From an optimization exercise on the open Yosys and OpenROAD flow, aimed at small area; shortcuts taken in it are not production practice. The RTL was checked by simulation tests, not by an equivalence proof against the original design. No activity file was given, so power comes from the tool's default toggle rates.

==> build 47: inputs <==
Design commit_checker_top, start of the top module:
module commit_checker_top #(
  parameter logic [31:0] RESET_PC = 32'h200
) (
  input  logic        clk,
  input  logic        rst_n,
  input  logic        commit_valid_i,
  input  logic [31:0] commit_pc_i,
  input  logic [31:0] commit_inst_i,
  input  logic        commit_we_i,
  input  logic [4:0]  commit_rd_i,
  input  logic [31:0] commit_value_i,
  input  logic [31:0] commit_mem_addr_i,
  input  logic [31:0] commit_mem_data_i,
  output logic        error_o,
  output logic [1:0]  err_kind_o,
  output logic [31:0] err_pc_o,
  output logic [31:0] err_inst_o
);
==> module result_checker, before the edit <==
module result_checker (
  input  logic        commit_valid_i,
  input  logic [31:0] commit_pc_i,
  input  logic [31:0] commit_inst_i,
  input  logic        commit_we_i,
  input  logic [4:0]  commit_rd_i,
  input  logic [31:0] commit_value_i,
  input  logic [31:0] commit_mem_addr_i,
  input  logic [31:0] commit_mem_data_i,
  input  logic [31:0] rs1_val_i,
  output logic        fail_o
);
  logic [6:0]  opcode;
  logic [2:0]  funct3;
  logic [4:0]  rd_field;
  logic [31:0] imm_i;
  logic        is_andi;
  logic        is_auipc;
  logic        is_lbu;
  logic        is_jal;
  logic [1:0]  lane;
  logic [3:0]  lane_eq;
  logic        byte_ok;
  logic [31:0] val_x;
  logic [31:0] val_y;
  logic [31:0] val_s;
  logic [31:0] val_c;
  logic [31:0] adr_s;
  logic [31:0] adr_c;
  logic        value_ok;
  logic        addr_ok;
  logic        mismatch;
  assign opcode   = commit_inst_i[6:0];
  assign funct3   = commit_inst_i[14:12];
  assign rd_field = commit_inst_i[11:7];
  assign imm_i = {{20{commit_inst_i[31]}}, commit_inst_i[31:20]};
  assign is_andi  = (opcode == OPC_OP_IMM) && (funct3 == F3_ANDI);
  assign is_auipc = (opcode == OPC_AUIPC);
  assign is_lbu   = (opcode == OPC_LOAD) && (funct3 == F3_LBU);
  assign is_jal   = (opcode == OPC_JAL);
  assign lane = rs1_val_i[1:0] + commit_inst_i[21:20];
  for (genvar l = 0; l < 4; l++) begin : g_lane
    assign lane_eq[l] = (commit_value_i[7:0] == commit_mem_data_i[8*l +: 8]);
  end
  assign byte_ok = (commit_value_i[31:8] == 24'b0) && lane_eq[lane];
  always_comb begin
    if (is_andi) val_x = rs1_val_i & imm_i;
    else         val_x = commit_pc_i;
  end
  assign val_y = {commit_inst_i[31:12] & {20{is_auipc}}, 9'b0, is_jal, 2'b0};
  for (genvar i = 0; i < 32; i++) begin : g_csa
    if (i < 12 && i != 2) begin : g_h
      csa_half u_val (.a_i(val_x[i]), .b_i(~commit_value_i[i]),
                      .s_o(val_s[i]), .c_o(val_c[i]));
    end else begin : g_f
      csa_full u_val (.a_i(val_x[i]), .b_i(val_y[i]), .c_i(~commit_value_i[i]),
                      .s_o(val_s[i]), .c_o(val_c[i]));
    end
    csa_full u_adr (.a_i(rs1_val_i[i]), .b_i(imm_i[i]), .c_i(~commit_mem_addr_i[i]),
                    .s_o(adr_s[i]), .c_o(adr_c[i]));
  end
  assign value_ok = &(val_s ^ {val_c[30:0], 1'b0});
  assign addr_ok  = &(adr_s ^ {adr_c[30:0], 1'b0});
  assign mismatch = (commit_we_i != (rd_field != '0))
                 || (commit_rd_i != rd_field)
                 || (is_lbu ? !(byte_ok && addr_ok) : !value_ok);
  assign fail_o = commit_valid_i && (is_andi || is_auipc || is_lbu || is_jal) && mismatch;
endmodule
==> module csa_half, before the edit <==
module csa_half (
  input  logic a_i,
  input  logic b_i,
  output logic s_o,
  output logic c_o
);
  assign {c_o, s_o} = a_i + b_i;
endmodule
export LEC_CHECK = 0
export CAP_MARGIN = 10
export CORE_MARGIN = 2
export CORE_UTILIZATION = 65
export GPL_TIMING_DRIVEN = 0
export SETUP_SLACK_MARGIN = 0.2
export SLEW_MARGIN = 10
export SYNTH_HIERARCHICAL = 1
export SYNTH_MINIMUM_KEEP_SIZE = 0
create_clock -name core_clock -period 8.0 [get_ports {clk}]
standard.sh (not shown) runs the stock make flow with config.mk's settings and CLKGATE_MAP_FILE= SYNTH_SCRIPT=/design/flow/synth_recipe.tcl, a recipe that flattens the netlist after the stock synthesis.
==> flow/flow/run.sh <==
#!/bin/bash
# The standard layout (standard.sh, unchanged synthesis, floorplan, power
# grid and routing) with two changes passed to ORFS as make variables:
#  - the input and output port buffers use the smallest buffer cell;
#  - clock tree synthesis uses clkbuf_16 clusters of up to 28 sinks and
#    inserts no dummy loads.
# The whole ORFS output goes to standard_flow.log; ORFS also keeps its
# per-step logs under orfs/logs/.
set -euo pipefail
bash standard.sh \
  "BUFFER_PORTS_ARGS=-buffer_cell sky130_fd_sc_hd__buf_1" \
  "CTS_ARGS=-sink_clustering_enable -repair_clock_nets -dont_use_dummy_load -buf_list sky130_fd_sc_hd__clkbuf_16 -sink_clustering_size 28 -sink_clustering_max_diameter 80" \
  finish > standard_flow.log 2>&1
==> build 25: changes against build 47 <==
--- a/flow/design.v
+++ b/flow/design.v
@@ -164,12 +164,10 @@
   logic        byte_ok;
   logic [31:0] val_x;
   logic [31:0] val_y;
+  logic [31:0] val_kn;
   logic [31:0] val_s;
   logic [31:0] val_c;
-  logic [31:0] adr_s;
-  logic [31:0] adr_c;
-  logic        value_ok;
-  logic        addr_ok;
+  logic        sum_ok;
   logic        mismatch;
   assign opcode   = commit_inst_i[6:0];
   assign funct3   = commit_inst_i[14:12];
@@ -185,26 +183,24 @@
   end
   assign byte_ok = (commit_value_i[31:8] == 24'b0) && lane_eq[lane];
   always_comb begin
-    if (is_andi) val_x = rs1_val_i & imm_i;
-    else         val_x = commit_pc_i;
+    if (is_andi)     val_x = rs1_val_i & imm_i;
+    else if (is_lbu) val_x = rs1_val_i;
+    else             val_x = commit_pc_i;
+    if (is_auipc)    val_y = {commit_inst_i[31:12], 12'b0};
+    else if (is_jal) val_y = 32'd4;
+    else if (is_lbu) val_y = imm_i;
+    else             val_y = 32'd0;
   end
-  assign val_y = {commit_inst_i[31:12] & {20{is_auipc}}, 9'b0, is_jal, 2'b0};
+  assign val_kn = is_lbu ? ~commit_mem_addr_i : ~commit_value_i;
   for (genvar i = 0; i < 32; i++) begin : g_csa
-    if (i < 12 && i != 2) begin : g_h
-      csa_half u_val (.a_i(val_x[i]), .b_i(~commit_value_i[i]),
-                      .s_o(val_s[i]), .c_o(val_c[i]));
-    end else begin : g_f
-      csa_full u_val (.a_i(val_x[i]), .b_i(val_y[i]), .c_i(~commit_value_i[i]),
-                      .s_o(val_s[i]), .c_o(val_c[i]));
-    end
-    csa_full u_adr (.a_i(rs1_val_i[i]), .b_i(imm_i[i]), .c_i(~commit_mem_addr_i[i]),
-                    .s_o(adr_s[i]), .c_o(adr_c[i]));
+    csa_full u_sum (.a_i(val_x[i]), .b_i(val_y[i]), .c_i(val_kn[i]),
+                    .s_o(val_s[i]), .c_o(val_c[i]));
   end
-  assign value_ok = &(val_s ^ {val_c[30:0], 1'b0});
-  assign addr_ok  = &(adr_s ^ {adr_c[30:0], 1'b0});
+  assign sum_ok = &(val_s ^ {val_c[30:0], 1'b0});
   assign mismatch = (commit_we_i != (rd_field != '0))
                  || (commit_rd_i != rd_field)
-                 || (is_lbu ? !(byte_ok && addr_ok) : !value_ok);
+                 || !sum_ok
+                 || (is_lbu && !byte_ok);
   assign fail_o = commit_valid_i && (is_andi || is_auipc || is_lbu || is_jal) && mismatch;
 endmodule
 module csa_full (
@@ -216,14 +212,6 @@
 );
   assign {c_o, s_o} = a_i + b_i + c_i;
 endmodule
-module csa_half (
-  input  logic a_i,
-  input  logic b_i,
-  output logic s_o,
-  output logic c_o
-);
-  assign {c_o, s_o} = a_i + b_i;
-endmodule
 `timescale 1ns/1ps
 import isa_pkg::*;
 module flow_checker #(
==> flow/run.sh (new file) <==
#!/bin/bash
# synth_recipe.tcl (not shown) runs the flow's synth.tcl, then flattens the netlist and writes it again
# the make line also repeats each setting of config.mk as NAME=value (left out here)
make -C /OpenROAD-flow-scripts/flow DESIGN_CONFIG=/design/flow/config.mk WORK_HOME=/design/flow/orfs CLKGATE_MAP_FILE= SYNTH_SCRIPT=/design/flow/synth_recipe.tcl finish
--- a/flow/config.mk
+++ b/flow/config.mk
@@ -8,6 +8,9 @@
 export CAP_MARGIN = 10
 export CORE_MARGIN = 2
 export CORE_UTILIZATION = 65
+export CTS_BUF_LIST = sky130_fd_sc_hd__clkbuf_16
+export CTS_CLUSTER_DIAMETER = 100
+export CTS_CLUSTER_SIZE = 28
 export GPL_TIMING_DRIVEN = 0
 export SETUP_SLACK_MARGIN = 0.2
 export SLEW_MARGIN = 10
removed: flow/flow/run.sh
removed: flow/standard.sh
==> comparison <==
- Build 47 finished clean. Build 25 finished clean.
- In build 25 the synthesized cell count is lower than in build 47, by about 3.3%.
- In clock power, build 25 and build 47 hardly differ.
- Of build 47 and build 25, build 47 has the higher global-route usage (gap 3.3 points).
- Between build 25 and build 47, the lower register-to-register slack is in build 47 (gap 520 ps).
- Between build 25 and build 47, the lower clock-buffer cell count is in build 25 (gap 3).
==> figures <==
quantity                                                        build 25           build 47
Stages on the worst setup path                                        13                 14
Initial detailed-routing violation count                            9376              10500
Comb_multi_in                                                       1853               1895
Start point of the critical path                       commit_inst_i[16]  commit_inst_i[15]
First-pass GRT wire length                                     227000 um          247000 um
Layout Skew                                                      52.0 ps            65.5 ps
Status                                          timing/DRC/antenna clean  timing/DRC/antenna clean
Filler Cells Inserted                                               4709               4952
Non-clock inverter instance count of the final layout                 64                127
Pint                                                             7.60 mW            7.60 mW
Worst endpoint required time                                     8380 ps            8510 ps

-- separate check: timing with driven ports --
In the flow no input, the clock included, has a driving cell. The finished layouts below were timed again as built, in two steps.
Step 1, drivers: a clkbuf_16 drives clk and a buf_2 each remaining input, both assumed.
Step 2 adds t to the input delays and takes it off the output delays; t is the mean of the earliest and latest rising clock arrival at the registers after step 1. Input paths then give back, and output paths get back, about the clock's delay inside the block.
Three values: ideal, step 1, step 2; two values: the first two.
| run | t (ns) | slack for setup (ns) | worst setup path at the end | worst register clock-pin slew, ns |
|---|---|---|---|---|
| build 47 | 0.690 | 0.357 / 0.395 / -0.295 | input to register | 0.11 / 0.11 |
| build 25 | 0.706 | 0.545 / 0.592 / -0.114 | input to register | 0.11 / 0.11 |
With both steps, setup timing fails in build 47 and build 25, where it was met with ideal ports. For build 25, which loses most, drivers alone change the setup slack by +0.047 ns; drivers and shift together by -0.659 ns.
